Source: an optimization exercise on an open RTL-to-GDS flow (aim: small area, a short achievable clock period and few clock cycles). Production flows keep margins and buffers that such runs may drop. Function was checked by simulation only, so behaviour that the tests miss may differ from the original. No activity file was given, so power comes from the tool's default toggle rates.

## flow/design.v (module list and top-level ports; edited modules follow where they fit)
// module mac_m1: 2700 lines
// module mac_neg: 10 lines
// module mac_m2: 731 lines
// module unet_dec_top: 413 lines
// module unet_dec: 13 lines
module unet_dec (
    input  logic        clk,
    input  logic        rst,
    input  logic        wb_cyc,
    input  logic        wb_stb,
    input  logic        wb_we,
    input  logic [8:0]  wb_adr,
    input  logic [15:0] wb_dat_w,
    output logic        wb_ack,
    output logic [15:0] wb_dat_r
);
  // ...
==> flow/run.sh <==
#!/bin/bash
# synth_recipe.tcl (not shown) runs the flow's synth.tcl, then flattens the netlist and writes it again
# the make line also repeats each setting of config.mk as NAME=value (left out here)
make -C /OpenROAD-flow-scripts/flow DESIGN_CONFIG=/design/flow/config.mk WORK_HOME=/design/flow/orfs CLKGATE_MAP_FILE= SYNTH_SCRIPT=/design/flow/synth_recipe.tcl finish
==> flow/config.mk <==
export PLATFORM = sky130hd
export DESIGN_NAME = unet_dec
export DESIGN_NICKNAME = unet_dec
export VERILOG_FILES = /design/flow/design.v
export SDC_FILE = /design/flow/constraint.sdc
export NUM_CORES = 4
export LEC_CHECK = 0
export CAP_MARGIN = 20
export CORE_MARGIN = 2
export CORE_UTILIZATION = 60
export CTS_CLUSTER_DIAMETER = 80
export CTS_CLUSTER_SIZE = 24
export SETUP_SLACK_MARGIN = 3.8
export SLEW_MARGIN = 20
==> flow/constraint.sdc <==
create_clock -name core_clock -period 8.0 [get_ports {clk}]
set_input_delay 1.6000 -clock core_clock [delete_from_list [all_inputs] [get_ports {clk}]]
set_output_delay 1.6000 -clock core_clock [all_outputs]
set_load 0.01 [all_outputs]
==> key figures, run 1 <==
Outcome
  – Outcome: finished with violations
  – Violated checks: capacitance limit

Floorplanning
  – Horiz. Die Dim: 657 um
  – Core area: 424,000 um2

Global routing
  – Met1 Use GR: 61.3%
  – GRT overflow: 0

CTS
  – Maximum clock path buffer count: 4
  – Root Buffer: clkbuf_16
  – Post_cts resized: 507

Finish
  – Final cell count without fillers: 27,000
  – Signal buf overhead: 3.01%
  – Largest regs: u_top.orr x2048, u_top.sr x2048, u_top.xr x512
  – Commonest cells after routing, fill and taps aside: 5,918 x dfxtp_1, 2,287 x a22oi_1, 2,015 x fa_1
  – Non-clock inverters: 2,007

Power and ir drop
  – Pwr top: registers
  – Logic pwr share: 19.9%
  – Clock Power Share: 28.2%
  – PwrDens: 238 nW/um2
  – Clk. pwr: 18.7 mW
  – Sequential share of power: 51.9%
  – P_sw: 20.4 mW
  – Power Sequential: 34.4 mW
  – Total power: 66.4 mW

Synthesis
  – Yosys warns: 33
  – Number of synthesized flops with an enable pin: 108
  – Largest area contributor in the netlist: dfxtp_1
  – Top cells by count, synth: 6,255 x dfxtp_1, 2,294 x a22oi_1, 2,090 x fa_1
  – Synth top area share: 49.0%

Flow run
  – Max-Cap Viols: 1

Routing
  – WL/cell: 39.9 um

Critical path
  – Kind of critical path: register to register
  – Worst Setup EP: u_top.nsb[0][11]$_DFF_P_
  – WP data required: 8940 ps
Testbench counts, summed over its fixed seeds: cycles 11,928.
==> module mac_neg, before the edit <==
module mac_neg (
    input  logic [14:0] e0,
    input  logic [14:0] e1,
    input  logic [14:0] e2,
    input  logic [14:0] e3,
    input  logic [11:0] nsb,
    output logic [12:0] neg
);
    assign neg = 13'({nsb[11], nsb} + (13'(e0[2]) << 0) + (13'(e0[5]) << 2) + (13'(e0[8]) << 4) + (13'(e0[11]) << 6) + (13'(e0[14]) << 8) + (13'(e1[2]) << 0) + (13'(e1[5]) << 2) + (13'(e1[8]) << 4) + (13'(e1[11]) << 6) + (13'(e1[14]) << 8) + (13'(e2[2]) << 0) + (13'(e2[5]) << 2) + (13'(e2[8]) << 4) + (13'(e2[11]) << 6) + (13'(e2[14]) << 8) + (13'(e3[2]) << 0) + (13'(e3[5]) << 2) + (13'(e3[8]) << 4) + (13'(e3[11]) << 6) + (13'(e3[14]) << 8));
endmodule
==> module unet_dec_top, before the edit <==
module unet_dec_top (
    input  logic        clk,
    input  logic        rst,
    input  logic        wb_cyc,
    input  logic        wb_stb,
    input  logic        wb_we,
    input  logic [8:0]  wb_adr,
    input  logic [15:0] wb_dat_w,
    output logic        wb_ack,
    output logic [15:0] wb_dat_r
);
    localparam logic [8:0] ADR_STATUS = 9'h001;
    localparam logic [8:0] OUT_BASE   = 9'h180;
    localparam int OUT_INJ = 23;
    logic [6:0] t;
    always_ff @(posedge clk or posedge rst) begin
        if (rst) t <= '0;
        else     t <= t + 7'd1;
    end
    logic [15:0] xr [32];
    logic [15:0] sr [128];
    logic [15:0] orr[128];
    logic [7:0]  wp0[36];
    logic [7:0]  wp1[36];
    logic [7:0]  bias[2];
    logic        wq_v;        
    logic [1:0]  wq_m;        
    logic [6:0]  wq_a;        
    logic [15:0] wq_d;
    logic [6:0]  wq_ent;      
    logic        wq_go;       
    logic        wq_al;       
    logic        wok;         
    assign wq_go  = wq_v && wq_al;
    function automatic logic [6:0] wadr(input int j, input int m);
        int tr, ks, k;
        tr = j / 18;
        ks = (j % 18) / 9;
        k  = j % 9;
        wadr = 7'(((2 * ks + m) * 9 + k) * 2 + (m == 0 ? tr : 1 - tr));
    endfunction
    logic req, wr_req, rd_req;
    logic is_x, is_s, is_wk, is_b, is_q, is_ctrl;
    logic wr_ok, wr_ack, rd_hit;
    logic busy, done;
    assign req     = wb_cyc && wb_stb;
    assign wr_req  = req && wb_we;
    assign rd_req  = req && !wb_we;
    assign is_x    = wb_adr[8:5] == 4'b0010;
    assign is_s    = wb_adr[8:7] == 2'b01;
    assign is_wk   = wb_adr[8:7] == 2'b10 && wb_adr[6:0] < 7'd72;
    assign is_b    = wb_adr[8:1] == 8'ha4;     
    assign is_q    = is_x || is_s || is_wk;
    assign is_ctrl = wb_adr == 9'h000;
    assign wr_ok   = wok;
    assign wr_ack  = wr_req && wr_ok;
    always_ff @(posedge clk or posedge rst) begin
        if (rst) begin
            wq_v <= 1'b0;
        end else if (wr_req && is_q && wr_ok) begin
            wq_v <= 1'b1;
        end else if (wq_go) begin
            wq_v <= 1'b0;
        end
    end
    always_ff @(posedge clk or posedge rst) begin
        logic [6:0] na;
        logic       nm, nv;
        if (rst) begin
            wok <= 1'b1;
        end else begin
            nv = (wr_req && is_q && wr_ok) || (wq_v && !wq_go);
            na = (wr_req && is_q && wr_ok) ? (is_x ? {2'b00, wb_adr[4:0]} : wb_adr[6:0]) : wq_a;
            nm = (wr_req && is_q && wr_ok) ? is_wk : wq_m[1];
            wok <= !nv || (nm ? !(t[0] ^ na[0]) : ((t + 7'd2 - na) & 7'd7) == 7'd0);
        end
    end
    always_ff @(posedge clk) begin
        logic [6:0] na;
        logic       nm;
        if (wr_req && is_q && wr_ok) begin
            na = is_x ? {2'b00, wb_adr[4:0]} : wb_adr[6:0];
            nm = is_wk;
            wq_m <= is_x ? 2'd0 : is_s ? 2'd1 : 2'd2;
            wq_a <= na;
            wq_d <= wb_dat_w;
        end else begin
            na = wq_a;
            nm = wq_m[1];
        end
        wq_ent <= t + 7'd2 - na;
        wq_al  <= nm ? !(t[0] ^ na[0]) : ((t + 7'd2 - na) & 7'd7) == 7'd0;
    end
    always_ff @(posedge clk) begin
        if (wr_req && is_b) begin
            bias[wb_adr[0]] <= wb_dat_w[7:0];
        end
    end
    always_ff @(posedge clk) begin
        for (int j = 0; j < 36; j++) begin
            wp0[j] <= (wq_go && wq_m == 2'd2 && (wq_a == wadr(j, 0) || wq_a == wadr(j, 1))) ?
                      wq_d[7:0] : wp1[j];
            wp1[j] <= wp0[j];
        end
    end
    always_ff @(posedge clk) begin
        for (int i = 0; i < 32; i++) begin
            if (i % 8 == 0 && wq_go && wq_m == 2'd0 && wq_ent[4:3] == 2'(i / 8)) begin
                xr[i] <= wq_d;
            end else begin
                xr[i] <= xr[(i + 31) % 32];
            end
        end
        for (int i = 0; i < 128; i++) begin
            if (i % 8 == 0 && wq_go && wq_m == 2'd1 && wq_ent[6:3] == 4'(i / 8)) begin
                sr[i] <= wq_d;
            end else begin
                sr[i] <= sr[(i + 127) % 128];
            end
        end
    end
    logic       pend;         
    logic       run;
    logic [6:0] k;            
    logic       start;
    logic       launch;
    logic       v1, ch1_r, last1_r;
    logic       v2, ch2_r, last2_r;
    logic       inj_r, last3_r;
    assign start  = wr_req && is_ctrl && wb_dat_w[0] && !busy;
    assign launch = pend && !wq_v && t[0];    
    always_ff @(posedge clk or posedge rst) begin
        if (rst) begin
            busy    <= 1'b0;
            done    <= 1'b0;
            pend    <= 1'b0;
            run     <= 1'b0;
            k       <= '0;
            v1      <= 1'b0;
            last1_r <= 1'b0;
            v2      <= 1'b0;
            last2_r <= 1'b0;
            inj_r   <= 1'b0;
            last3_r <= 1'b0;
        end else begin
            if (start) begin
                busy <= 1'b1;
                done <= 1'b0;
                pend <= 1'b1;
            end
            if (launch) begin
                pend <= 1'b0;
                run  <= 1'b1;
                k    <= '0;
            end else if (run) begin
                k <= k + 7'd1;
                if (k == 7'd127) run <= 1'b0;
            end
            v1      <= run;
            last1_r <= run && k == 7'd127;
            v2      <= v1;
            last2_r <= v1 && last1_r;
            inj_r   <= v2 && ch2_r;
            last3_r <= v2 && last2_r;
            if (last3_r) begin
                busy <= 1'b0;
                done <= 1'b1;
            end
        end
    end
    logic [6:0] un;           
    logic [2:0] rn, cn;
    logic       chn;
    logic       r_top, r_bot, c_lft, c_rgt;    
    always_ff @(posedge clk) begin
        logic [6:0] u;
        u      = t - 7'd16;
        un    <= u;
        r_top <= u[6:4] == 3'd0;
        r_bot <= u[6:4] == 3'd7;
        c_lft <= u[3:1] == 3'd0;
        c_rgt <= u[3:1] == 3'd7;
    end
    assign rn  = un[6:4];
    assign cn  = un[3:1];
    assign chn = un[0];
    logic [11:0]        ws [2][9];   
    logic [14:0]        we [2][4];   
    logic [11:0]        nsb [2];     
    logic [15:0]        xb [4];      
    logic [3:0] xi [4];
    always_ff @(posedge clk) begin
        logic [6:0] uf;
        logic [2:0] rf, cf;
        logic [4:0] e0;
        int r0, c0;
        uf = t - 7'd16;               
        rf = uf[6:4];
        cf = uf[3:1];
        r0 = (int'(rf) - 1) >>> 1;
        c0 = (int'(cf) - 1) >>> 1;
        e0 = 5'(16 * int'(rf) + 2 * int'(cf) + 18 - 8 * r0 - 2 * c0);
        for (int dr = 0; dr < 2; dr++) begin
            for (int dc = 0; dc < 2; dc++) begin
                logic [4:0] e;
                e = e0 - 5'(8 * dr + 2 * dc) - 5'd1;
                xi[dr * 2 + dc] <= e[4:1];
            end
        end
    end
    function automatic logic [14:0] booth(input logic [9:0] v, input int nd);
        logic [10:0] ext;
        booth = '0;
        ext = {v, 1'b0};
        for (int i = 0; i < nd; i++) begin
            logic hi, mid, lo;
            lo  = ext[2 * i];
            mid = ext[2 * i + 1];
            hi  = ext[2 * i + 2];
            booth[3 * i]     = mid ^ lo;
            booth[3 * i + 1] = (hi & !mid & !lo) | (!hi & mid & lo);
            booth[3 * i + 2] = hi;
        end
    endfunction
    always_ff @(posedge clk) begin
        logic signed [7:0]  wx [3][3];
        logic [7:0]         wsel;
        logic signed [9:0]  es;
        logic signed [11:0] ns;
        logic               gr, gc;
        int                 a, b;
        for (int tr = 0; tr < 2; tr++) begin
            ns = chn ? 12'sd0 : {{4{bias[tr][7]}}, bias[tr]};
            for (int kh = 0; kh < 3; kh++) begin
                for (int kw = 0; kw < 3; kw++) begin
                    logic ok;
                    ok = !(kh == 0 && r_top) && !(kh == 2 && r_bot) &&
                         !(kw == 0 && c_lft) && !(kw == 2 && c_rgt);
                    wsel = tr == 0 ? wp1[18 * tr + 9 + kh * 3 + kw] : wp0[18 * tr + 9 + kh * 3 + kw];
                    wsel = ok ? wsel : 8'd0;
                    ws[tr][kh * 3 + kw] <= 12'(booth({{2{wsel[7]}}, wsel}, 4));
                    ns = ns + 12'({wsel[7], 1'b0, wsel[5], 1'b0, wsel[3], 1'b0, wsel[1]});
                    wx[kh][kw] = tr == 0 ? wp1[18 * tr + kh * 3 + kw] : wp0[18 * tr + kh * 3 + kw];
                end
            end
            nsb[tr] <= ns;
            for (int dr = 0; dr < 2; dr++) begin
                for (int dc = 0; dc < 2; dc++) begin
                    logic ok;
                    a  = 2 * dr;
                    b  = 2 * dc;
                    gr = (dr == 0) ? rn[0] : !rn[0];
                    gc = (dc == 0) ? cn[0] : !cn[0];
                    es = 10'(wx[a][b]) + (gr ? 10'(wx[1][b]) : 10'sd0) +
                         (gc ? 10'(wx[a][1]) : 10'sd0) + ((gr && gc) ? 10'(wx[1][1]) : 10'sd0);
                    ok = !(dr == 0 && r_top) && !(dr == 1 && r_bot) &&
                         !(dc == 0 && c_lft) && !(dc == 1 && c_rgt);
                    we[tr][dr * 2 + dc] <= booth(ok ? es : 10'sd0, 5);
                end
            end
        end
        for (int i = 0; i < 4; i++) begin
            xb[i] <= xr[{xi[i], 1'b1}];
        end
    end
    logic [15:0] res [2];
    logic [15:0] rv [2];
    logic        rn_ [2];
    always_ff @(posedge clk) begin
        ch1_r <= t[0];
        ch2_r <= ch1_r;
    end
    logic [28:0] hold [2];
    logic [28:0] tot [2];
    for (genvar tr = 0; tr < 2; tr++) begin : g_tr
        logic [223:0] mid, mid_r;
        logic [12:0]  neg, neg_r;
        logic [28:0]  ms, mc, ms_r, mc_r;
        mac_m1 u_m1 (
            .f0(sr[36]), .w0(ws[tr][0]), .f1(sr[34]), .w1(ws[tr][1]), .f2(sr[32]), .w2(ws[tr][2]),
            .f3(sr[20]), .w3(ws[tr][3]), .f4(sr[18]), .w4(ws[tr][4]), .f5(sr[16]), .w5(ws[tr][5]),
            .f6(sr[4]),  .w6(ws[tr][6]), .f7(sr[2]),  .w7(ws[tr][7]), .f8(sr[0]),  .w8(ws[tr][8]),
            .x0(xb[0]), .e0(we[tr][0]), .x1(xb[1]), .e1(we[tr][1]),
            .x2(xb[2]), .e2(we[tr][2]), .x3(xb[3]), .e3(we[tr][3]),
            .mid(mid)
        );
        mac_neg u_neg (
            .e0(we[tr][0]), .e1(we[tr][1]), .e2(we[tr][2]), .e3(we[tr][3]),
            .nsb(nsb[tr]), .neg(neg)
        );
        always_ff @(posedge clk) begin
            mid_r <= mid;
            neg_r <= neg;
        end
        mac_m2 u_m2 (
            .mid(mid_r), .neg(neg_r), .s(ms), .c(mc)
        );
        always_ff @(posedge clk) begin
            ms_r <= ms;
            mc_r <= mc;
        end
        assign tot[tr] = ms_r + mc_r + (ch2_r ? hold[1 - tr] : 29'd0);
        always_ff @(posedge clk) begin
            if (!ch2_r) hold[tr] <= tot[tr];
        end
        always_ff @(posedge clk) begin
            rv[1 - tr] <= tot[tr][15:0];
            rn_[1 - tr] <= tot[tr][28];
        end
        assign res[1 - tr] = rn_[1 - tr] ? 16'd0 : rv[1 - tr];
    end
    logic inj;
    assign inj = inj_r;
    always_ff @(posedge clk) begin
        for (int i = 0; i < 128; i++) begin
            if (inj && i == OUT_INJ) begin
                orr[i] <= res[0];
            end else if (inj && i == OUT_INJ - 1) begin
                orr[i] <= res[1];
            end else begin
                orr[i] <= orr[(i + 127) % 128];
            end
        end
    end
    logic [8:0]  pa;          
    logic        pv;          
    logic        chain;       
    logic [15:0] pd;
    logic        pst;         
    logic        pok;         
    logic        need;        
    logic        pout;        
    logic [6:0]  ep, eg;
    logic [8:0]  ga;          
    logic        gout;        
    logic        follow;
    logic [6:0]  fi;
    logic [15:0] fd;
    always_comb begin
        if (pst)       ga = done ? OUT_BASE : ADR_STATUS;
        else if (pout) ga = pa + 9'd1;
        else           ga = pa;
    end
    assign gout   = pst ? done : (pout && pa[6:0] != 7'h7f);
    assign follow = chain || pst;
    assign fi     = follow ? eg : ep;
    assign fd     = (follow ? gout : pout) ? orr[fi] : 16'd0;
    assign rd_hit = rd_req && pok && wb_adr == pa;
    function automatic logic [6:0] next_guess_ent(input logic [8:0] x, input logic [6:0] e,
                                                 input logic [6:0] tn);
        if (x[5:0] != 6'h3f) next_guess_ent = e - 7'd1;    
        else                 next_guess_ent = tn - 7'd1;   
    endfunction
    always_ff @(posedge clk or posedge rst) begin
        if (rst) begin
            pa    <= ADR_STATUS;
            pst   <= 1'b1;
            pok   <= 1'b1;
            pout  <= 1'b0;
            pv    <= 1'b0;
            need  <= 1'b0;
            chain <= 1'b0;
            ep    <= '0;
            eg    <= 7'd1;
        end else if (wr_ack) begin
            pa    <= ADR_STATUS;
            pst   <= 1'b1;
            pok   <= 1'b1;
            need  <= 1'b0;
            pout  <= 1'b0;
            chain <= 1'b0;
            eg    <= t + 7'd1;
        end else if (rd_hit) begin
            pa    <= ga;
            pst   <= pst && !done;
            pok   <= (pst && !done) || follow;
            pout  <= gout;
            pv    <= follow;
            chain <= follow;
            ep    <= eg + 7'd1;
            eg    <= (pst && !done) ? t + 7'd1 : next_guess_ent(ga, eg, t + 7'd1);
            need  <= 1'b0;
        end else if (rd_req && wb_adr != pa) begin
            pa    <= wb_adr;
            pst   <= wb_adr == ADR_STATUS;
            pok   <= wb_adr == ADR_STATUS;
            pout  <= wb_adr[8:7] == 2'b11;
            pv    <= 1'b0;
            chain <= 1'b0;
            eg    <= t + 7'd1;         
            need  <= 1'b1;
        end else if (need) begin
            logic [6:0] q;
            q      = {pa[5:0], pa[6]};
            ep    <= t + 7'd1 - q;
            eg    <= pst ? t + 7'd1 : next_guess_ent(pa, t - q, t + 7'd1);
            need  <= 1'b0;
        end else begin
            pv    <= pv || !follow;
            pok   <= pst || pv || !follow;
            chain <= 1'b0;
            ep    <= ep + 7'd1;
            eg    <= eg + 7'd1;
        end
    end
    always_ff @(posedge clk) begin
        if (rd_hit == follow) begin
            pd <= fd;
        end
    end
    assign wb_ack   = wr_ack || rd_hit;
    assign wb_dat_r = pst ? {14'd0, done, busy} : pd;
endmodule
==> run 2, diff against run 1 <==
--- a/flow/design.v
+++ b/flow/design.v
@@ -2756,8 +2756,9 @@
     input  logic [14:0] e2,
     input  logic [14:0] e3,
+    input  logic [11:0] nsa,
     input  logic [11:0] nsb,
     output logic [12:0] neg
 );
-    assign neg = 13'({nsb[11], nsb} + (13'(e0[2]) << 0) + (13'(e0[5]) << 2) + (13'(e0[8]) << 4) + (13'(e0[11]) << 6) + (13'(e0[14]) << 8) + (13'(e1[2]) << 0) + (13'(e1[5]) << 2) + (13'(e1[8]) << 4) + (13'(e1[11]) << 6) + (13'(e1[14]) << 8) + (13'(e2[2]) << 0) + (13'(e2[5]) << 2) + (13'(e2[8]) << 4) + (13'(e2[11]) << 6) + (13'(e2[14]) << 8) + (13'(e3[2]) << 0) + (13'(e3[5]) << 2) + (13'(e3[8]) << 4) + (13'(e3[11]) << 6) + (13'(e3[14]) << 8));
+    assign neg = 13'({nsa[11], nsa} + {nsb[11], nsb} + (13'(e0[2]) << 0) + (13'(e0[5]) << 2) + (13'(e0[8]) << 4) + (13'(e0[11]) << 6) + (13'(e0[14]) << 8) + (13'(e1[2]) << 0) + (13'(e1[5]) << 2) + (13'(e1[8]) << 4) + (13'(e1[11]) << 6) + (13'(e1[14]) << 8) + (13'(e2[2]) << 0) + (13'(e2[5]) << 2) + (13'(e2[8]) << 4) + (13'(e2[11]) << 6) + (13'(e2[14]) << 8) + (13'(e3[2]) << 0) + (13'(e3[5]) << 2) + (13'(e3[8]) << 4) + (13'(e3[11]) << 6) + (13'(e3[14]) << 8));
 endmodule
 module mac_m2 (
@@ -3638,7 +3639,7 @@
             last3_r <= 1'b0;
         end else begin
+            busy <= busy_n;
+            done <= done_n;
             if (start) begin
-                busy <= 1'b1;
-                done <= 1'b0;
                 pend <= 1'b1;
             end
@@ -3657,10 +3658,9 @@
             inj_r   <= v2 && ch2_r;
             last3_r <= v2 && last2_r;
-            if (last3_r) begin
-                busy <= 1'b0;
-                done <= 1'b1;
-            end
         end
     end
+    logic busy_n, done_n;
+    assign busy_n = last3_r ? 1'b0 : (start ? 1'b1 : busy);
+    assign done_n = last3_r ? 1'b1 : (start ? 1'b0 : done);
     logic [6:0] un;           
     logic [2:0] rn, cn;
@@ -3681,5 +3681,5 @@
     logic [11:0]        ws [2][9];   
     logic [14:0]        we [2][4];   
-    logic [11:0]        nsb [2];     
+    logic [11:0]        nsb [2][2];  
     logic [15:0]        xb [4];      
     logic [3:0] xi [4];
@@ -3721,9 +3721,10 @@
         logic [7:0]         wsel;
         logic signed [9:0]  es;
-        logic signed [11:0] ns;
+        logic signed [11:0] ns [2];
         logic               gr, gc;
         int                 a, b;
         for (int tr = 0; tr < 2; tr++) begin
-            ns = chn ? 12'sd0 : {{4{bias[tr][7]}}, bias[tr]};
+            ns[0] = chn ? 12'sd0 : {{4{bias[tr][7]}}, bias[tr]};
+            ns[1] = 12'sd0;
             for (int kh = 0; kh < 3; kh++) begin
                 for (int kw = 0; kw < 3; kw++) begin
@@ -3734,9 +3735,11 @@
                     wsel = ok ? wsel : 8'd0;
                     ws[tr][kh * 3 + kw] <= 12'(booth({{2{wsel[7]}}, wsel}, 4));
-                    ns = ns + 12'({wsel[7], 1'b0, wsel[5], 1'b0, wsel[3], 1'b0, wsel[1]});
+                    ns[(kh * 3 + kw) / 5] = ns[(kh * 3 + kw) / 5] +
+                                            12'({wsel[7], 1'b0, wsel[5], 1'b0, wsel[3], 1'b0, wsel[1]});
                     wx[kh][kw] = tr == 0 ? wp1[18 * tr + kh * 3 + kw] : wp0[18 * tr + kh * 3 + kw];
                 end
             end
-            nsb[tr] <= ns;
+            nsb[tr][0] <= ns[0];
+            nsb[tr][1] <= ns[1];
             for (int dr = 0; dr < 2; dr++) begin
                 for (int dc = 0; dc < 2; dc++) begin
@@ -3781,5 +3784,5 @@
         mac_neg u_neg (
             .e0(we[tr][0]), .e1(we[tr][1]), .e2(we[tr][2]), .e3(we[tr][3]),
-            .nsb(nsb[tr]), .neg(neg)
+            .nsa(nsb[tr][0]), .nsb(nsb[tr][1]), .neg(neg)
         );
         always_ff @(posedge clk) begin
@@ -3898,11 +3901,20 @@
         end
     end
+    logic pst_n;
+    always_comb begin
+        if (wr_ack)                       pst_n = 1'b1;
+        else if (rd_hit)                  pst_n = pst && !done;
+        else if (rd_req && wb_adr != pa)  pst_n = wb_adr == ADR_STATUS;
+        else                              pst_n = pst;
+    end
     always_ff @(posedge clk) begin
-        if (rd_hit == follow) begin
+        if (pst_n) begin
+            pd <= {14'd0, done_n, busy_n};
+        end else if (rd_hit == follow) begin
             pd <= fd;
         end
     end
     assign wb_ack   = wr_ack || rd_hit;
-    assign wb_dat_r = pst ? {14'd0, done, busy} : pd;
+    assign wb_dat_r = pd;
 endmodule
 `timescale 1ns/1ps
--- a/flow/config.mk
+++ b/flow/config.mk
@@ -8,7 +8,7 @@
 export CAP_MARGIN = 20
 export CORE_MARGIN = 2
-export CORE_UTILIZATION = 60
+export CORE_UTILIZATION = 55
 export CTS_CLUSTER_DIAMETER = 80
 export CTS_CLUSTER_SIZE = 24
-export SETUP_SLACK_MARGIN = 3.8
+export SETUP_SLACK_MARGIN = 3.6
 export SLEW_MARGIN = 20
==> key figures, run 2 <==
Routing
  – DRT Wirelength: 1,120,000 um (was 1,080,000 um)
  – WL/cell: 40.3 um (was 39.9 um)
  – Total number of vias: 182,000 (was 184,000)
  – Residual DRC: 0 (unchanged)
  – ANT nets after route: 0 (unchanged)
  – DRT Pass-1 Iters: 9 (was 14)
  – Number of DRC markers in iteration 0: 33,500 (was 35,400)
  – Via-per-instance ratio: 6.54 (was 6.80)

Floorplanning
  – Core area: 467,000 um2 (was 424,000 um2)
  – # rows: 251 (was 239)
  – Num ports: 47 (unchanged)
  – Initial Utilization: 55.2% (was 60.3%)
  – Die H: 689 um (was 657 um)
  – Die area: 475,000 um2 (was 432,000 um2)
  – Horiz. Die Dim: 689 um (was 657 um)

Critical path
  – Reg2reg end: u_top.ep[4]$_DFFE_PP0P_ (was u_top.nsb[0][11]$_DFF_P_)
  – Worst path most repeated cell: buf_6
  – CP startpoint kind: input pin (was register)
  – Master of the slowest instance on the critical path: nor4_4 (was fa_2)
  – Cells on worst reg2reg path: 31 (was 21)
  – Crit path arrival time: 5570 ps (was 5660 ps)
  – Crit. End Element: register (unchanged)
  – Worst R2R Start: u_top.pa[5]$_DFFE_PP0P_ (was u_top.r_top$_DFF_P_)
  – Worst R2R Setup Slack: 3460 ps (was 3280 ps)
  – CP max stage delay: 340 ps (was 590 ps)
  – Kind of critical path: input pin to register (was register to register)
  – Critical Path Fanout Max: 5 (was 6)
  – CP Launch Point: wb_adr[2] (was u_top.r_top$_DFF_P_)
  – WP data required: 8910 ps (was 8940 ps)

Finish
  – Largest regs: u_top.orr x2048, u_top.sr x2048, u_top.xr x512 (unchanged)
  – Final Cell Area: 280,000 um2 (was 279,000 um2)
  – Fin nets: 23,800 (was 23,500)
  – Util after Layout: 60.0% (was 65.9%)
  – Area growth from synthesis to layout: 8.56% (was 9.21%)
  – Layout cells sized above 1: 11.7% (was 13.2%)
  – Commonest cells after routing, fill and taps aside: 6,012 x dfxtp_1, 2,342 x inv_1, 2,334 x a22oi_1 (was 5,918 x dfxtp_1, 2,287 x a22oi_1, 2,015 x fa_1)
  – Final cell count without fillers: 27,800 (was 27,000)
  – Most common cell after layout, fill and taps aside: dfxtp_1 (unchanged)

Outcome
  – Outcome: complete, no violations (was finished with violations)

CTS
  – H-tree levels: 5 (unchanged)
  – Worst-path clk slew: 100 ps (about the same)
  – Root Buffer: clkbuf_16 (unchanged)
  – Skew-Pair Late Insertion Delay: 1090 ps (was 1050 ps)
  – CTS tree: done (unchanged)
  – Clock sinks: 6,436 (was 6,418)
  – Cts-stage hold buffer count: 0 (unchanged)
  – Maximum clock path buffer count: 4 (unchanged)
  – CTS buffer count: 334 (was 330)

Timing
  – Endpoints failing hold: 0 (unchanged)
  – Slew Limit Fails: 0 (unchanged)
  – F_max: 0.215 GHz (was 0.212 GHz)
  – Setup tns final: 0 ps (unchanged)
  – Slew @ Worst Pin: 1400 ps (was 1490 ps)
  – Worst Skew: 116 ps (was 112 ps)
  – Post-route minimum period: 4660 ps (was 4720 ps)
  – Crit share post-route: 58.3% (was 59.0%)
  – Final setup violation count: 0 (unchanged)
  – Fin Hold WS: 255 ps (was 303 ps)
  – Slew headroom: 6.54% (was 0.275%)
  – Unrepaired setup endpoints after global routing: yes (unchanged)

Global routing
  – Initial antenna violation count: 193 (was 177)
  – GRT Overall Usage: 46.2% (was 48.4%)
  – GRT overflow: 0 (unchanged)
  – First-pass GRT wire length: 1,480,000 um (was 1,430,000 um)
  – Vias in the first global route: 171,000 (was 173,000)
  – Pin count of the biggest net entering global routing: 61 (was 56)

Worst hold path
  – Worst Hold End: u_top.xr[9][7]$_DFF_P_ (was u_top.xr[21][1]$_DFF_P_)
  – Hold crit path type: register to register (unchanged)
  – HP Start: u_top.xr[8][7]$_DFF_P_ (was u_top.xr[20][1]$_DFF_P_)
  – Hold depth: 0 (unchanged)

Synthesis
  – Main area contributors after synthesis: dfxtp_1 49%, fa_1 16%, a22oi_1 6.8%, xnor2_1 4.2%, inv_1 3.4% (was dfxtp_1 49%, fa_1 16%, a22oi_1 6.7%, xor2_1 4.4%, xnor2_1 3.1%)
  – Top cells by count, synth: 6,287 x dfxtp_1, 2,345 x inv_1, 2,334 x a22oi_1 (was 6,255 x dfxtp_1, 2,294 x a22oi_1, 2,090 x fa_1)
  – FF+latch count, synth: 6,436 (was 6,418)
  – Synthesized net count: 24,100 (was 23,600)
  – Most common flop cell mapped by yosys: dfxtp_1 (unchanged)
  – Yosys cell types: 91 (was 86)
  – Count leader, synth: dfxtp_1 (unchanged)
  – Mapped Area: 258,000 um2 (was 256,000 um2)
  – Syn Area/Cell: 11.9 um2 (was 12.1 um2)
  – Number of synthesized flops with an enable pin: 94 (was 108)
  – Yosys warns: 35 (was 33)
  – Largest area contributor in the netlist: dfxtp_1 (unchanged)
  – Syn Inst Count: 21,600 (was 21,100)
  – Seq/Total Area, Yosys: 50.4% (was 50.8%)
  – Synth top area share: 48.8% (was 49.0%)
  – Async SR Flop Fraction: 0.855% (was 0.857%)

Flow run
  – Max-Cap Viols: 0 (was 1)

Placed design
  – Placed instance area: 267,000 um2 (was 264,000 um2)
  – GPL Wtd Cong: 1.09 (was 1.15)
  – DP Wirelength: 818,000 um (was 775,000 um)
  – Cell Count Post-Placement: 27,100 (was 26,100)
  – IO Port Bufs: 46 (unchanged)

Power and ir drop
  – Worst IR drop on VDD: 0.328 mV (was 0.256 mV)
  – Pleak: 112 nW (about the same)
  – PwrDens: 252 nW/um2 (was 238 nW/um2)
run 2: cell types whose count changed in the layout (fill, tap and decap cells not counted), sizes merged, moves of 32 or more:
cell | previous run | this run
nor4 | 100 | 140
clkbuf | 398 | 366
dfxtp | 6255 | 6287
nor3 | 128 | 85
nand2 | 549 | 444
xor2 | 1296 | 974
inv | 2032 | 2388
a222oi | 92 | 35
buf | 903 | 773
a22oi | 2294 | 2334
and2 | 119 | 218
xnor2 | 910 | 1238
nor2b | 88 | 128
nand2b | 117 | 65
run 2: critical path: cells and delay by family:
kind | cells | cell delay (ps)
AND/OR/NAND/NOR | 3 | 600
AO/OA/AOI/OAI | 2 | 210
XOR/XNOR | 1 | 170
buffers and inverters | 26 | 2920
run 2: report_power, final:
| group | internal (mW) | leakage [nW] | switching [mW] |
|---|---|---|---|
| Sequential | 35.1 | 52.6 | 2.25 |
| Clock | 8.10 | 4.84 | 11.0 |
| Combinational | 4.81 | 54.3 | 9.39 |
| Total | 48.0 | 112 | 22.6 |
run 2: area by class of cell:
class	instances	area, um2
well taps	6198	7750
diodes	242	606
clock buffers	361	8540
flip-flops and latches	6436	131000
fillers	37900	187000
inverters	2354	8850
repair buffers	814	6830
clock inverters	89	1470
multi-input cells	11400	116000
run 2: worst max-delay path by stage:
stage	slack, ps	end	depth (start not counted)
after CTS	3420	wb_ack	10
after global routing	3270	u_top.ep[0]$_DFFE_PP0P_	33
after global placement	1440	wb_ack	10
after detailed placement	1420	wb_ack	10
final	3340	u_top.ep[4]$_DFFE_PP0P_	32
after floorplan	3630	u_top.wok$_DFF_PP1_	12
run 2: timing repair:
item,in CTS,in global routing
pin swaps,20,43
setup endpoints to repair,292,137
buffers inserted,59,35
resized for setup,302,302
cloned,3,5
run 2: metrics by stage:
stage	worst slack, ps	total power, mW
floorplan	3630	44.3
global placement	1440	50.9
detailed placement	1420	51.1
CTS	3420	69.8
global route	3270	72.6
finish	3340	70.7
run 2: metal layers:
layer / track usage [%] / wire (um) / part of all wire, % / up-vias
met2: 58.5 / 414000 / 37 / 15800
met1: 61.3 / 435000 / 39 / 91600
li1: - / - / - / 71400
met4: 20.2 / 62100 / 5.5 / 134
met5: 5.04 / 2910 / 0.26 / -
met3: 28.4 / 208000 / 19 / 3336
run 2: cell families after synthesis:
logic type	count (synthesis)	synth area share (%)
AND/OR/NAND/NOR	2074	4.18
AO/OA/AOI/OAI	3984	11.6
XOR/XNOR	2212	7.51
buffers and inverters	3831	5.63
multiplexers	622	2.70
adder cells (fa/ha/maj)	2460	18.0
flip-flops	6436	50.4
Testbench counts of run 2, summed over its fixed seeds: cycles 11,928.
==> run 3, diff against run 2 <==
--- a/flow/design.v
+++ b/flow/design.v
@@ -3527,4 +3527,5 @@
     logic        wq_al;       
     logic        wok;         
+    logic        wokn_o;      
     assign wq_go  = wq_v && wq_al;
     function automatic logic [6:0] wadr(input int j, input int m);
@@ -3564,4 +3565,5 @@
         if (rst) begin
             wok <= 1'b1;
+            wokn_o <= !(1'b1);
         end else begin
             nv = (wr_req && is_q && wr_ok) || (wq_v && !wq_go);
@@ -3569,4 +3571,5 @@
             nm = (wr_req && is_q && wr_ok) ? is_wk : wq_m[1];
             wok <= !nv || (nm ? !(t[0] ^ na[0]) : ((t + 7'd2 - na) & 7'd7) == 7'd0);
+            wokn_o <= !(!nv || (nm ? !(t[0] ^ na[0]) : ((t + 7'd2 - na) & 7'd7) == 7'd0));
         end
     end
@@ -3826,4 +3829,6 @@
     logic        pst;         
     logic        pok;         
+    logic [8:0]  pan_o;       
+    logic        pokn_o;      
     logic        need;        
     logic        pout;        
@@ -3840,7 +3845,6 @@
     end
     assign gout   = pst ? done : (pout && pa[6:0] != 7'h7f);
-    assign follow = chain || pst;
-    assign fi     = follow ? eg : ep;
-    assign fd     = (follow ? gout : pout) ? orr[fi] : 16'd0;
+    logic        fo;          
+    assign fd     = fo ? orr[fi] : 16'd0;
     assign rd_hit = rd_req && pok && wb_adr == pa;
     function automatic logic [6:0] next_guess_ent(input logic [8:0] x, input logic [6:0] e,
@@ -3852,6 +3856,8 @@
         if (rst) begin
             pa    <= ADR_STATUS;
+            pan_o <= ~(ADR_STATUS);
             pst   <= 1'b1;
             pok   <= 1'b1;
+            pokn_o <= !(1'b1);
             pout  <= 1'b0;
             pv    <= 1'b0;
@@ -3862,6 +3868,8 @@
         end else if (wr_ack) begin
             pa    <= ADR_STATUS;
+            pan_o <= ~(ADR_STATUS);
             pst   <= 1'b1;
             pok   <= 1'b1;
+            pokn_o <= !(1'b1);
             need  <= 1'b0;
             pout  <= 1'b0;
@@ -3870,6 +3878,8 @@
         end else if (rd_hit) begin
             pa    <= ga;
+            pan_o <= ~(ga);
             pst   <= pst && !done;
             pok   <= (pst && !done) || follow;
+            pokn_o <= !((pst && !done) || follow);
             pout  <= gout;
             pv    <= follow;
@@ -3880,6 +3890,8 @@
         end else if (rd_req && wb_adr != pa) begin
             pa    <= wb_adr;
+            pan_o <= ~(wb_adr);
             pst   <= wb_adr == ADR_STATUS;
             pok   <= wb_adr == ADR_STATUS;
+            pokn_o <= !(wb_adr == ADR_STATUS);
             pout  <= wb_adr[8:7] == 2'b11;
             pv    <= 1'b0;
@@ -3896,4 +3908,5 @@
             pv    <= pv || !follow;
             pok   <= pst || pv || !follow;
+            pokn_o <= !(pst || pv || !follow);
             chain <= 1'b0;
             ep    <= ep + 7'd1;
@@ -3901,4 +3914,40 @@
         end
     end
+    always_ff @(posedge clk or posedge rst) begin
+        if (rst) begin
+            follow <= 1'b1;
+            fi     <= 7'd1;
+            fo     <= 1'b0;
+        end else if (wr_ack) begin
+            follow <= 1'b1;
+            fi     <= t + 7'd1;
+            fo     <= done_n;
+        end else if (rd_hit) begin
+            if (pst && !done) begin
+                fi <= t + 7'd1;
+                fo <= done_n;
+            end else if (follow) begin
+                fi <= next_guess_ent(ga, eg, t + 7'd1);
+                fo <= gout && ga[6:0] != 7'h7f;
+            end else begin
+                fi <= eg + 7'd1;
+                fo <= gout;
+            end
+        end else if (rd_req && wb_adr != pa) begin
+            follow <= wb_adr == ADR_STATUS;
+            fi     <= t + 7'd1;
+            fo     <= (wb_adr == ADR_STATUS) && done_n;
+        end else if (need) begin
+            logic [6:0] q;
+            q       = {pa[5:0], pa[6]};
+            follow <= pst;
+            fi     <= pst ? t + 7'd1 : t + 7'd1 - q;
+            fo     <= pst ? done_n : pout;
+        end else begin
+            follow <= pst;
+            fi     <= pst ? eg + 7'd1 : ep + 7'd1;
+            fo     <= pst ? done_n : pout;
+        end
+    end
     logic pst_n;
     always_comb begin
@@ -3915,5 +3964,5 @@
         end
     end
-    assign wb_ack   = wr_ack || rd_hit;
+    assign wb_ack   = (wr_req && !wokn_o) || (rd_req && !pokn_o && wb_adr == ~pan_o);
     assign wb_dat_r = pd;
 endmodule
--- a/flow/config.mk
+++ b/flow/config.mk
@@ -6,5 +6,5 @@
 export NUM_CORES = 4
 export LEC_CHECK = 0
-export CAP_MARGIN = 20
+export CAP_MARGIN = 30
 export CORE_MARGIN = 2
 export CORE_UTILIZATION = 55
==> key figures, run 3 <==
Synthesis
  – Synthesized net count: 24,600 (was 24,100)
  – Async SR Flop Fraction: 1.15% (was 0.855%)
  – Yosys cell types: 104 (was 91)
  – Count leader, synth: dfxtp_1 (unchanged)
  – Syn Area/Cell: 11.8 um2 (was 11.9 um2)
  – Main area contributors after synthesis: dfxtp_1 48%, fa_1 16%, a22oi_1 7.7%, xnor2_1 4.1%, xor2_1 3.4% (was dfxtp_1 49%, fa_1 16%, a22oi_1 6.8%, xnor2_1 4.2%, inv_1 3.4%)
  – Number of synthesized flops with an enable pin: 94 (unchanged)
  – Top cells by count, synth: 6,287 x dfxtp_1, 2,660 x a22oi_1, 2,350 x inv_1 (was 6,287 x dfxtp_1, 2,345 x inv_1, 2,334 x a22oi_1)
  – Mapped Area: 260,000 um2 (was 258,000 um2)
  – Syn Inst Count: 22,100 (was 21,600)
  – Seq/Total Area, Yosys: 50.1% (was 50.4%)
  – FF+latch count, synth: 6,455 (was 6,436)
  – Yosys warns: 35 (unchanged)
  – Largest area contributor in the netlist: dfxtp_1 (unchanged)
  – Most common flop cell mapped by yosys: dfxtp_1 (unchanged)
  – Synth top area share: 48.3% (was 48.8%)

CTS
  – H-tree levels: 5 (unchanged)
  – CTS tree: done (unchanged)
  – Skew-Pair Late Insertion Delay: 1110 ps (was 1090 ps)
  – Clock sinks: 6,455 (was 6,436)
  – CTS buffer count: 341 (was 334)
  – Maximum clock path buffer count: 4 (unchanged)
  – Root Buffer: clkbuf_16 (unchanged)
  – Cts-stage hold buffer count: 0 (unchanged)
  – Worst-path clk slew: 100 ps (about the same)

Critical path
  – Kind of critical path: register to register (was input pin to register)
  – Crit. End Element: register (unchanged)
  – Worst path most repeated cell: fa_1 (was buf_6)
  – Master of the slowest instance on the critical path: fa_1 (was nor4_4)
  – Cells on worst reg2reg path: 10 (was 31)
  – Critical Path Fanout Max: 17 (was 5)
  – CP max stage delay: 730 ps (was 340 ps)
  – Critical-path cell list: a22oi_1, xor2_1, fa_1, inv_1, fa_1, inv_1, fa_1, fa_1, inv_1, fa_1
  – Crit path arrival time: 5400 ps (was 5570 ps)
  – CP startpoint kind: register (was input pin)
  – WP data required: 8890 ps (was 8910 ps)

Floorplanning
  – Die H: 692 um (was 689 um)
  – # rows: 252 (was 251)
  – Num ports: 47 (unchanged)
  – Horiz. Die Dim: 692 um (was 689 um)
  – Die area: 479,000 um2 (was 475,000 um2)
  – Core area: 471,000 um2 (was 467,000 um2)
  – Initial Utilization: 55.2% (about the same)

Finish
  – Area growth from synthesis to layout: 8.00% (was 8.56%)
  – Most common cell after layout, fill and taps aside: dfxtp_1 (unchanged)
  – Util after Layout: 59.6% (was 60.0%)
  – Largest regs: u_top.orr x2048, u_top.sr x2048, u_top.xr x512 (unchanged)
  – Seq. cell area: 131,000 um2 (about the same)
  – Fin nets: 24,100 (was 23,800)
  – Multi-input logic area: 116,000 um2 (about the same)
  – Commonest cells after routing, fill and taps aside: 5,994 x dfxtp_1, 2,660 x a22oi_1, 2,345 x inv_1 (was 6,012 x dfxtp_1, 2,342 x inv_1, 2,334 x a22oi_1)
  – Layout cells sized above 1: 11.1% (was 11.7%)
  – Fillers: 38,500 (was 37,900)

Worst hold path
  – Hold depth: 0 (unchanged)
  – Hold crit path type: register to register (unchanged)

Power and ir drop
  – Pleak: 112 nW (about the same)
  – Worst IR drop on VDD: 0.310 mV (was 0.328 mV)
  – PwrDens: 257 nW/um2 (was 252 nW/um2)

Timing
  – Crit share post-route: 56.4% (was 58.3%)
  – Endpoints failing hold: 0 (unchanged)
  – Setup tns final: 0 ps (unchanged)
  – Post-route minimum period: 4510 ps (was 4660 ps)
  – Worst Skew: 137 ps (was 116 ps)
  – Slew headroom: 17.7% (was 6.54%)
  – Slew Limit Fails: 0 (unchanged)
  – Unrepaired setup endpoints after global routing: yes (unchanged)
  – Final setup violation count: 0 (unchanged)
  – Slew @ Worst Pin: 1230 ps (was 1400 ps)
  – F_max: 0.222 GHz (was 0.215 GHz)
  – Fin Hold WS: 228 ps (was 255 ps)

Flow run
  – Max-Cap Viols: 0 (unchanged)

Global routing
  – Vias in the first global route: 175,000 (was 171,000)
  – GRT overflow: 0 (unchanged)
  – First-pass GRT wire length: 1,520,000 um (was 1,480,000 um)
  – GRT Overall Usage: 46.6% (was 46.2%)
  – Pin count of the biggest net entering global routing: 60 (was 61)
  – Initial antenna violation count: 168 (was 193)

Placed design
  – DP Wirelength: 855,000 um (was 818,000 um)
  – GPL Wtd Cong: 1.13 (was 1.09)
  – IO Port Bufs: 46 (unchanged)

Routing
  – DRT Pass-1 Iters: 12 (was 9)
  – Number of DRC markers in iteration 0: 33,200 (was 33,500)
  – ANT nets after route: 0 (unchanged)
  – Via-per-instance ratio: 6.52 (was 6.54)
  – WL/cell: 40.7 um (was 40.3 um)
  – Residual DRC: 0 (unchanged)
  – Total number of vias: 184,000 (was 182,000)
  – DRT Wirelength: 1,150,000 um (was 1,120,000 um)

Outcome
  – Outcome: complete, no violations (unchanged)
-- run 3: cell count changes in the layout (fill, tap and decap cells not counted), sizes merged, moves of 44 or more --
cell	previous run	this run
a21oi	279	328
a221oi	372	144
a22o	372	162
a22oi	2334	2660
diode	242	139
nand2	444	526
nand4	213	151
nor2	425	593
nor4	140	56
o21ai	243	287
o22ai	22	107
-- run 3: area by class of cell --
type | instances | share of cell area (%)
Tap cell | 6223 | 2.77
Sequential cell | 6455 | 46.6
Multi-Input combinational cell | 11700 | 41.3
Clock buffer | 388 | 3.14
Timing Repair Buffer | 776 | 2.36
Antenna cell | 139 | 0.124
Clock inverter | 90 | 0.570
Inverter | 2358 | 3.15
-- run 3: what timing repair did --
item,4_1_cts,5_1_grt
setup endpoints to repair,223,148
cloned,1,1
setup buffers,10,17
pin swaps,2,21
resized for setup,190,214
-- run 3: critical path, delay by kind of cell, from the launching register on --
kind,cells,cell delay [ps]
adder cells (fa/ha/maj),5,3020
XOR/XNOR,1,190
flip-flops,1,650
buffers and inverters,3,310
AO/OA/AOI/OAI,1,190
-- run 3: worst paths after layout --
kind,from,slack (ps),end
worst max-delay path,u_top.ws[10][9]$_DFF_P_,3490,u_top.g_tr[1].mid_r[169]$_DFF_P_
worst min-delay path,u_top.xr[14][4]$_DFF_P_,230,u_top.xr[15][4]$_DFF_P_
worst max register to register,u_top.ws[10][9]$_DFF_P_,3490,u_top.g_tr[1].mid_r[169]$_DFF_P_
worst min register to register,u_top.xr[14][4]$_DFF_P_,230,u_top.xr[15][4]$_DFF_P_
max in group asynchronous,rst,5800,u_top.fi[6]$_DFF_PP0_
min in group asynchronous,rst,850,u_top.inj_r$_DFF_PP0_
-- run 3: metrics by stage --
stage | instance area (um2) | std cells | power, mW | setup slack (ps)
after global routing | 281000 | 28000 | 73.9 | 3430
final | 281000 | 28200 | 72.1 | 3490
after global placement | 268000 | 27400 | 52.0 | 2370
after CTS | 280000 | 28000 | 71.2 | 3360
after detailed placement | 269000 | 27500 | 52.1 | 2430
after floorplan | 260000 | 22100 | 45.0 | 3320
-- run 3: layer usage --
| layer | global-route usage, % | up-vias | part of all wire, % |
|---|---|---|---|
| met1 | 60.7 | 92000 | 38 |
| met4 | 27.1 | 104 | 7.5 |
| met3 | 24.2 | 3637 | 16 |
| li1 | - | 72400 | - |
| met2 | 61.1 | 15400 | 38 |
| met5 | 1.23 | - | 0.12 |
-- run 3: kinds of logic after synthesis --
logic type	Yosys count	share of synthesized area [%]
flip-flops	6455	50.1
XOR/XNOR	2220	7.47
AND/OR/NAND/NOR	2228	4.31
buffers and inverters	3879	5.71
AO/OA/AOI/OAI	4167	11.7
multiplexers	649	2.80
adder cells (fa/ha/maj)	2461	17.9
-- run 3: where the power goes --
group	switching, mW	internal [mW]	leakage, nW
combinational	9.99	4.98	54.2
clock	11.2	8.42	5.03
sequential	2.31	35.3	52.8
total	23.5	48.7	112
Testbench counts of run 3, summed over its fixed seeds: cycles 11,928.
==> run 4, diff against run 3 <==
--- a/flow/config.mk
+++ b/flow/config.mk
@@ -11,4 +11,4 @@
 export CTS_CLUSTER_DIAMETER = 80
 export CTS_CLUSTER_SIZE = 24
-export SETUP_SLACK_MARGIN = 3.6
+export SETUP_SLACK_MARGIN = 3.9
 export SLEW_MARGIN = 20
==> key figures, run 4 <==
Finish
  – Fillers: 38,500 (about the same)
  – Layout cells sized above 1: 13.3% (was 11.1%)
  – Area growth from synthesis to layout: 9.49% (was 8.00%)
  – Most common cell after layout, fill and taps aside: dfxtp_1 (unchanged)
  – Fin nets: 24,300 (was 24,100)
  – Largest regs: u_top.orr x2048, u_top.sr x2048, u_top.xr x512 (unchanged)
  – Commonest cells after routing, fill and taps aside: 5,961 x dfxtp_1, 2,632 x a22oi_1, 2,325 x inv_1 (was 5,994 x dfxtp_1, 2,660 x a22oi_1, 2,345 x inv_1)

Synthesis
  – Most common flop cell mapped by yosys: dfxtp_1 (unchanged)
  – Count leader, synth: dfxtp_1 (unchanged)
  – Synth top area share: 48.3% (unchanged)
  – Yosys warns: 35 (unchanged)
  – Synthesized net count: 24,600 (unchanged)
  – Top cells by count, synth: 6,287 x dfxtp_1, 2,660 x a22oi_1, 2,350 x inv_1 (unchanged)
  – Async SR Flop Fraction: 1.15% (unchanged)
  – Mapped Area: 260,000 um2 (unchanged)
  – Syn Area/Cell: 11.8 um2 (unchanged)
  – Number of synthesized flops with an enable pin: 94 (unchanged)
  – Largest area contributor in the netlist: dfxtp_1 (unchanged)
  – Yosys cell types: 104 (unchanged)
  – FF+latch count, synth: 6,455 (unchanged)
  – Seq/Total Area, Yosys: 50.1% (unchanged)
  – Main area contributors after synthesis: dfxtp_1 48%, fa_1 16%, a22oi_1 7.7%, xnor2_1 4.1%, xor2_1 3.4% (unchanged)
  – Syn Inst Count: 22,100 (unchanged)

CTS
  – Root Buffer: clkbuf_16 (unchanged)
  – Skew-Pair Late Insertion Delay: 1100 ps (was 1110 ps)
  – Cts-stage hold buffer count: 0 (unchanged)
  – Clock sinks: 6,455 (unchanged)
  – Maximum clock path buffer count: 4 (unchanged)
  – Worst-path clk slew: 90 ps (was 100 ps)
  – CTS tree: done (unchanged)
  – H-tree levels: 5 (unchanged)
  – CTS buffer count: 339 (was 341)

Global routing
  – Initial antenna violation count: 147 (was 168)
  – Pin count of the biggest net entering global routing: 59 (was 60)
  – GRT Overall Usage: 45.2% (was 46.6%)
  – GRT overflow: 0 (unchanged)
  – First-pass GRT wire length: 1,480,000 um (was 1,520,000 um)
  – Vias in the first global route: 174,000 (was 175,000)

Floorplanning
  – Die area: 479,000 um2 (unchanged)
  – Initial Utilization: 55.2% (unchanged)
  – Num ports: 47 (unchanged)
  – Horiz. Die Dim: 692 um (unchanged)
  – Core area: 471,000 um2 (unchanged)
  – Die H: 692 um (unchanged)
  – # rows: 252 (unchanged)

Critical path
  – Cells on worst reg2reg path: 19 (was 10)
  – Worst R2R Start: u_top.un[1]$_DFF_P_ (was u_top.ws[10][9]$_DFF_P_)
  – CP max stage delay: 470 ps (was 730 ps)
  – Reg2reg end: u_top.we[2][13]$_DFF_P_ (was u_top.g_tr[1].mid_r[169]$_DFF_P_)
  – Crit. End Element: output port (was register)
  – WP data required: 6400 ps (was 8890 ps)
  – CP startpoint kind: input pin (was register)
  – Crit-path leading delay family: buffers and inverters (was adder cells)
  – Critical-path cell list: dlygate4sd2_1, xnor2_1, nor4_2, a21oi_1, nor2_1, buf_2 (was a22oi_1, xor2_1, fa_1, inv_1, fa_1, inv_1, fa_1, fa_1, inv_1, fa_1)
  – Critical path buffers and inverters: 2 (was 3)
  – Master of the slowest instance on the critical path: dlygate4sd2_1 (was fa_1)
  – Worst R2R Setup Slack: 3760 ps (was 3490 ps)
  – Crit path arrival time: 2780 ps (was 5400 ps)
  – Kind of critical path: input pin to output port (was register to register)
  – Critical Path Fanout Max: 8 (was 17)
  – CP Launch Point: wb_adr[5] (was u_top.ws[10][9]$_DFF_P_)

Timing
  – Slew @ Worst Pin: 1260 ps (was 1230 ps)
  – Final setup violation count: 0 (unchanged)
  – Crit share post-route: 54.8% (was 56.4%)
  – Worst setup margin: 3620 ps (was 3490 ps)
  – Worst Skew: 129 ps (was 137 ps)
  – Setup tns final: 0 ps (unchanged)
  – Unrepaired setup endpoints after global routing: yes (unchanged)
  – Endpoints failing hold: 0 (unchanged)
  – Slew Limit Fails: 0 (unchanged)
  – Post-route minimum period: 4380 ps (was 4510 ps)
  – Slew headroom: 15.1% (was 17.7%)
  – F_max: 0.228 GHz (was 0.222 GHz)

Worst hold path
  – Worst Hold End: u_top.wp1[15][7]$_DFF_P_ (was u_top.xr[15][4]$_DFF_P_)
  – Hold crit path type: register to register (unchanged)
  – Hold depth: 0 (unchanged)
  – HP Start: u_top.wp0[15][7]$_DFF_P_ (was u_top.xr[14][4]$_DFF_P_)

Power and ir drop
  – PwrDens: 252 nW/um2 (was 257 nW/um2)
  – Pleak: 113 nW (was 112 nW)
  – Worst IR drop on VDD: 0.280 mV (was 0.310 mV)

Routing
  – Total number of vias: 183,000 (was 184,000)
  – ANT nets after route: 0 (unchanged)
  – DRT Wirelength: 1,120,000 um (was 1,150,000 um)
  – Via-per-instance ratio: 6.46 (was 6.52)
  – Number of DRC markers in iteration 0: 33,000 (was 33,200)
  – WL/cell: 39.4 um (was 40.7 um)
  – DRT Pass-1 Iters: 13 (was 12)
  – Residual DRC: 0 (unchanged)

Placed design
  – IO Port Bufs: 46 (unchanged)
  – DP Wirelength: 820,000 um (was 855,000 um)
  – Post-placement worst setup slack: 2320 ps (was 2430 ps)
  – GPL Wtd Cong: 1.08 (was 1.13)

Outcome
  – Outcome: complete, no violations (unchanged)

Flow run
  – Max-Cap Viols: 0 (unchanged)
[run 4: cell types whose count changed in the layout (fill, tap and decap cells not counted), sizes merged, moves of 3 or more]
cell      delta
clkinv       +5
clkbuf      -13
bufinv       -5
buf        +175
clkinvlp     +6
inv          +3
diode        -3
[run 4: timing repair]
action / CTS / global route
endpoints found under the setup margin: 407 / 197
pin swaps: 98 / 163
cloned: 1 / 4
buffers inserted: 70 / 142
resized for setup: 582 / 464
[run 4: worst max path at each step]
stage / slack (ps) / to / cells after the start
CTS: 3560 / wb_ack / 8
global route: 3570 / wb_ack / 8
detailed placement: 2320 / u_top.pd[13]$_SDFFE_PP0P_ / 9
global placement: 1990 / u_top.pd[15]$_SDFFE_PP0P_ / 9
floorplan: 3320 / u_top.wokn_o$_DFF_PP0_ / 16
finish: 3620 / wb_ack / 6
[run 4: area by class of cell]
type	instances	area (um2)	share of cell area (%)
Clock inverter	99	1580	0.553
Antenna cell	136	340	0.119
Multi-Input combinational cell	11700	117000	41.1
Inverter	2358	8860	3.11
Sequential cell	6455	131000	46.1
Tap cell	6223	7790	2.73
Timing Repair Buffer	954	9270	3.25
Clock buffer	372	8680	3.04
[run 4: metrics by stage]
stage | instance area (um2) | std cells | hold WS, ps | total power, mW | utilization [%]
final | 285000 | 28300 | 249 | 71.9 | 60.5
after global routing | 285000 | 28200 | 287 | 73.9 | 60.4
after CTS | 281000 | 28000 | 265 | 71.1 | 59.7
after detailed placement | 269000 | 27500 | 312 | 52.1 | 57.1
after global placement | 268000 | 27400 | 310 | 51.9 | 56.9
after floorplan | 261000 | 22100 | 310 | 45.0 | -
[run 4: power by group]
| group | leakage, nW | internal, mW | switching [mW] |
|---|---|---|---|
| clock network | 4.96 | 8.19 | 11.2 |
| logic | 55.6 | 5.04 | 9.98 |
| registers | 52.9 | 35.3 | 2.26 |
[run 4: metal layers]
layer / wire, um / vias up / global-route usage, %
li1: - / 72800 / -
met1: 427000 / 91800 / 59.4
met2: 418000 / 15000 / 58.4
met3: 200000 / 3333 / 26.7
met4: 69400 / 134 / 21.0
met5: 2840 / - / 3.60
[run 4: cell families (layout without fill, tap and decap cells)]
family	Yosys count	count (layout)	synth area share [%]
fa+ha+maj	2461	2461	17.9
xor+xnor	2220	2220	7.47
other cells	0	136	0
flops	6455	6455	50.1
compound gates	4167	4167	11.7
buf+inv	3879	3783	5.71
mux	649	649	2.80
simple gates	2228	2228	4.31
==> run 5, diff against run 4 <==
--- a/flow/design.v
+++ b/flow/design.v
@@ -3837,5 +3837,4 @@
     logic        gout;        
     logic        follow;
-    logic [6:0]  fi;
     logic [15:0] fd;
     always_comb begin
@@ -3845,6 +3844,10 @@
     end
     assign gout   = pst ? done : (pout && pa[6:0] != 7'h7f);
-    logic        fo;          
-    assign fd     = fo ? orr[fi] : 16'd0;
+    always_comb begin
+        fd = 16'd0;
+        for (int i = 0; i < 128; i++) begin
+            if (fh[i / 16] && fl[i % 16]) fd = fd | orr[i];
+        end
+    end
     assign rd_hit = rd_req && pok && wb_adr == pa;
     function automatic logic [6:0] next_guess_ent(input logic [8:0] x, input logic [6:0] e,
@@ -3914,38 +3917,52 @@
         end
     end
-    always_ff @(posedge clk or posedge rst) begin
-        if (rst) begin
-            follow <= 1'b1;
-            fi     <= 7'd1;
-            fo     <= 1'b0;
-        end else if (wr_ack) begin
-            follow <= 1'b1;
-            fi     <= t + 7'd1;
-            fo     <= done_n;
+    logic       follow_n, fo_n;
+    logic [6:0] fi_n;
+    always_comb begin
+        follow_n = follow;
+        fi_n     = 7'd0;
+        fo_n     = 1'b0;
+        if (wr_ack) begin
+            follow_n = 1'b1;
+            fi_n = t + 7'd1;
+            fo_n = done_n;
         end else if (rd_hit) begin
             if (pst && !done) begin
-                fi <= t + 7'd1;
-                fo <= done_n;
+                fi_n = t + 7'd1;
+                fo_n = done_n;
             end else if (follow) begin
-                fi <= next_guess_ent(ga, eg, t + 7'd1);
-                fo <= gout && ga[6:0] != 7'h7f;
+                fi_n = next_guess_ent(ga, eg, t + 7'd1);
+                fo_n = gout && ga[6:0] != 7'h7f;
             end else begin
-                fi <= eg + 7'd1;
-                fo <= gout;
+                fi_n = eg + 7'd1;
+                fo_n = gout;
             end
         end else if (rd_req && wb_adr != pa) begin
-            follow <= wb_adr == ADR_STATUS;
-            fi     <= t + 7'd1;
-            fo     <= (wb_adr == ADR_STATUS) && done_n;
+            follow_n = wb_adr == ADR_STATUS;
+            fi_n = t + 7'd1;
+            fo_n = (wb_adr == ADR_STATUS) && done_n;
         end else if (need) begin
             logic [6:0] q;
             q       = {pa[5:0], pa[6]};
-            follow <= pst;
-            fi     <= pst ? t + 7'd1 : t + 7'd1 - q;
-            fo     <= pst ? done_n : pout;
+            follow_n = pst;
+            fi_n = pst ? t + 7'd1 : t + 7'd1 - q;
+            fo_n = pst ? done_n : pout;
+        end else begin
+            follow_n = pst;
+            fi_n = pst ? eg + 7'd1 : ep + 7'd1;
+            fo_n = pst ? done_n : pout;
+        end
+    end
+    logic [7:0]  fh;
+    logic [15:0] fl;
+    always_ff @(posedge clk or posedge rst) begin
+        if (rst) begin
+            follow <= 1'b1;
+            fh     <= '0;
+            fl     <= '0;
         end else begin
-            follow <= pst;
-            fi     <= pst ? eg + 7'd1 : ep + 7'd1;
-            fo     <= pst ? done_n : pout;
+            follow <= follow_n;
+            fh     <= fo_n ? (8'd1 << fi_n[6:4]) : 8'd0;
+            fl     <= 16'd1 << fi_n[3:0];
         end
     end
==> key figures, run 5 <==
Outcome
  – Outcome: complete, no violations (unchanged)

Synthesis
  – FF+latch count, synth: 6,471 (was 6,455)
  – Mapped Area: 258,000 um2 (was 260,000 um2)
  – Async SR Flop Fraction: 1.39% (was 1.15%)
  – Number of synthesized flops with an enable pin: 94 (unchanged)
  – Synthesized net count: 23,800 (was 24,600)
  – Yosys warns: 35 (unchanged)
  – Largest area contributor in the netlist: dfxtp_1 (unchanged)
  – Count leader, synth: dfxtp_1 (unchanged)
  – Seq/Total Area, Yosys: 50.8% (was 50.1%)
  – Syn Inst Count: 21,400 (was 22,100)
  – Syn Area/Cell: 12.1 um2 (was 11.8 um2)
  – Yosys cell types: 87 (was 104)
  – Synth top area share: 48.9% (was 48.3%)
  – Top cells by count, synth: 6,287 x dfxtp_1, 2,400 x a22oi_1, 2,094 x fa_1 (was 6,287 x dfxtp_1, 2,660 x a22oi_1, 2,350 x inv_1)

Timing
  – Worst Skew: 135 ps (was 129 ps)
  – Setup tns final: 0 ps (unchanged)
  – Final setup violation count: 0 (unchanged)
  – Endpoints failing hold: 0 (unchanged)
  – Slew headroom: 16.4% (was 15.1%)
  – Post-route minimum period: 4350 ps (was 4380 ps)
  – F_max: 0.230 GHz (was 0.228 GHz)
  – Crit share post-route: 54.4% (was 54.8%)
  – Slew @ Worst Pin: 1250 ps (was 1260 ps)

Power and ir drop
  – Pleak: 112 nW (was 113 nW)
  – Clock Power Share: 29.3% (was 26.9%)
  – Total power: 66.4 mW (was 71.9 mW)
  – Worst IR drop on VDD: 0.276 mV (was 0.280 mV)
  – Sequential share of power: 55.8% (was 52.2%)
  – PwrDens: 235 nW/um2 (was 252 nW/um2)
  – Internal power: 46.6 mW (was 48.5 mW)
  – Logic pwr share: 14.9% (was 20.9%)

CTS
  – Cts-stage hold buffer count: 0 (unchanged)
  – H-tree levels: 5 (unchanged)
  – Skew-Pair Late Insertion Delay: 1110 ps (was 1100 ps)
  – CTS buffer count: 340 (was 339)
  – Maximum clock path buffer count: 4 (unchanged)
  – Root Buffer: clkbuf_16 (unchanged)

Critical path
  – Worst Setup EP: u_top.g_tr[0].mid_r[79]$_DFF_P_ (was wb_ack)
  – Crit path arrival time: 5300 ps (was 2780 ps)
  – CP startpoint kind: register (was input pin)
  – Crit. End Element: register (was output port)
  – Critical Path Fanout Max: 17 (was 8)
  – Kind of critical path: register to register (was input pin to output port)
  – CP Launch Point: u_top.sr[32][5]$_DFF_P_ (was wb_adr[5])
  – CP max stage delay: 710 ps (was 470 ps)
  – Critical-path cell list: a22oi_1, xor2_1, fa_2, fa_1, clkinvlp_4, fa_2, inv_2, fa_2, inv_2, fa_2 (was dlygate4sd2_1, xnor2_1, nor4_2, a21oi_1, nor2_1, buf_2)

Routing
  – Total number of vias: 182,000 (was 183,000)
  – Residual DRC: 0 (unchanged)
  – Met2 WL: 426,000 um (was 418,000 um)
  – Number of DRC markers in iteration 0: 33,600 (was 33,000)
  – Routed met1 length: 433,000 um (was 427,000 um)
  – WL/cell: 41.4 um (was 39.4 um)
  – DRT Wirelength: 1,140,000 um (was 1,120,000 um)

Placed design
  – DP Wirelength: 831,000 um (was 820,000 um)
  – Cell Count Post-Placement: 26,700 (was 27,500)

Floorplanning
  – Initial Utilization: 55.2% (about the same)
  – # rows: 251 (was 252)
  – Horiz. Die Dim: 688 um (was 692 um)
  – Core area: 467,000 um2 (was 471,000 um2)
  – Die H: 688 um (was 692 um)

Finish
  – Final cell count without fillers: 27,600 (was 28,300)
  – Fin nets: 23,600 (was 24,300)
  – Util after Layout: 60.6% (was 60.5%)
  – Layout cells sized above 1: 14.5% (was 13.3%)
  – Fillers: 37,600 (was 38,500)

Global routing
  – GRT Overall Usage: 46.9% (was 45.2%)
  – Initial antenna violation count: 174 (was 147)
  – GRT overflow: 0 (unchanged)
  – Pin count of the biggest net entering global routing: 54 (was 59)

Worst hold path
  – Hold crit path type: register to register (unchanged)
run 5: changes by cell type in the layout (fill, tap and decap cells not counted), sizes merged, moves of 74 or more:
cell	previous run	this run
xor2	1014	1309
xnor2	1206	927
a22o	162	325
a22oi	2660	2400
inv	2400	1964
nor2	593	519
a221oi	144	284
run 5: cell type report:
type | instances | area share [%]
antenna | 106 | 0.0938
sequential | 6471 | 46.6
inverter | 1947 | 2.61
tap | 6198 | 2.74
clock inverter | 88 | 0.530
clock buffer | 379 | 3.11
multi-input combinational | 11400 | 41.0
timing repair buffer | 963 | 3.29
run 5: stage by stage:
step	hold slack [ps]	worst slack, ps
3_5_place_dp	312	2630
4_1_cts	282	3780
3_3_place_gp	309	2730
6_report	287	3650
5_1_grt	288	3610
2_1_floorplan	310	3760
run 5: worst min-delay path by stage:
stage | start | to | slack [ps] | cells past startpoint
4_1_cts | u_top.sr[70][8]$_DFF_P_ | u_top.sr[71][8]$_DFF_P_ | 280 | 0
5_1_grt | u_top.sr[51][5]$_DFF_P_ | u_top.sr[52][5]$_DFF_P_ | 290 | 0
3_5_place_dp | u_top.sr[35][4]$_DFF_P_ | u_top.sr[36][4]$_DFF_P_ | 310 | 0
3_3_place_gp | u_top.xr[30][7]$_DFF_P_ | u_top.xr[31][7]$_DFF_P_ | 310 | 0
2_1_floorplan | u_top.g_tr[0].neg_r[0]$_DFF_P_ | u_top.g_tr[0].mc_r[0]$_DFF_P_ | 310 | 0
6_report | u_top.sr[8][3]$_DFF_P_ | u_top.sr[9][3]$_DFF_P_ | 290 | 0
run 5: critical path, delay by kind of cell, from the launching register on:
family | cells | cell delay [ps]
fa+ha+maj | 5 | 2860
buf+inv | 3 | 500
flops | 1 | 540
xor+xnor | 1 | 180
compound gates | 1 | 130
run 5: power by group through the flow:
stage               sequential [mW]  clock, mW  combinational [mW]
global placement               37.7          0                9.02
finish                         37.1       19.4                9.88
global route                   37.1       20.5                10.3
detailed placement             37.7          0                9.19
floorplan                      36.5          0                5.53
CTS                            36.9       19.4                9.32
run 5: metal layers:
layer	vias up	track usage [%]
met4	148	21.9
met2	15900	60.5
met5	-	3.83
li1	70800	-
met3	3638	28.2
met1	91200	61.4
run 5: cells by family (layout without fill, tap and decap cells):
group	count (synthesis)	count (layout)	share of synthesized area, %
flip-flops	6471	6471	50.8
AO/OA/AOI/OAI	4017	4017	11.7
buffers and inverters	3464	3377	5.07
adder cells (fa/ha/maj)	2458	2458	18.0
XOR/XNOR	2236	2236	7.60
AND/OR/NAND/NOR	2082	2082	3.99
multiplexers	632	632	2.76
other	0	106	0
run 5: timing repair:
action / in CTS / in global routing
pin swaps: 92 / 271
gates resized for setup: 713 / 524
setup buffers: 140 / 104
endpoints found under the setup margin: 389 / 181
cloned: 2 / 4
Testbench counts of run 5, summed over its fixed seeds: cycles 11,928.

-- afterwards: timing with drivers on the ports --
No port has a modelled driver above. Below, the same layouts with a new extraction and two added sets of constraints.
Step 1, drivers: a clkbuf_16 drives clk and a buf_2 each remaining input, both assumed.
Step 2 times the ports against the registers' clock, not the clock port: input delays grow and output delays shrink by t, the midpoint of the rising clock arrivals with the driver on.
Slacks: ideal / step 1 / step 2; pairs: ideal / step 1.
| run | t, ns | setup slack, ns | hold slack, ns |
|---|---|---|---|
| run 1 | 1.118 | 3.279 / 3.185 / 3.139 | 0.303 / 0.303 / 0.303 |
| run 2 | 1.173 | 3.338 / 3.182 / 2.146 | 0.255 / 0.255 / 0.255 |
| run 3 | 1.183 | 3.487 / 3.428 / 2.632 | 0.228 / 0.228 / 0.228 |
| run 4 | 1.175 | 3.616 / 3.578 / 2.962 | 0.249 / 0.249 / 0.249 |
| run 5 | 1.181 | 3.651 / 3.651 / 3.383 | 0.287 / 0.287 / 0.287 |
For run 2, which loses most, drivers alone change the setup slack by -0.156 ns; drivers and shift together by -1.192 ns.
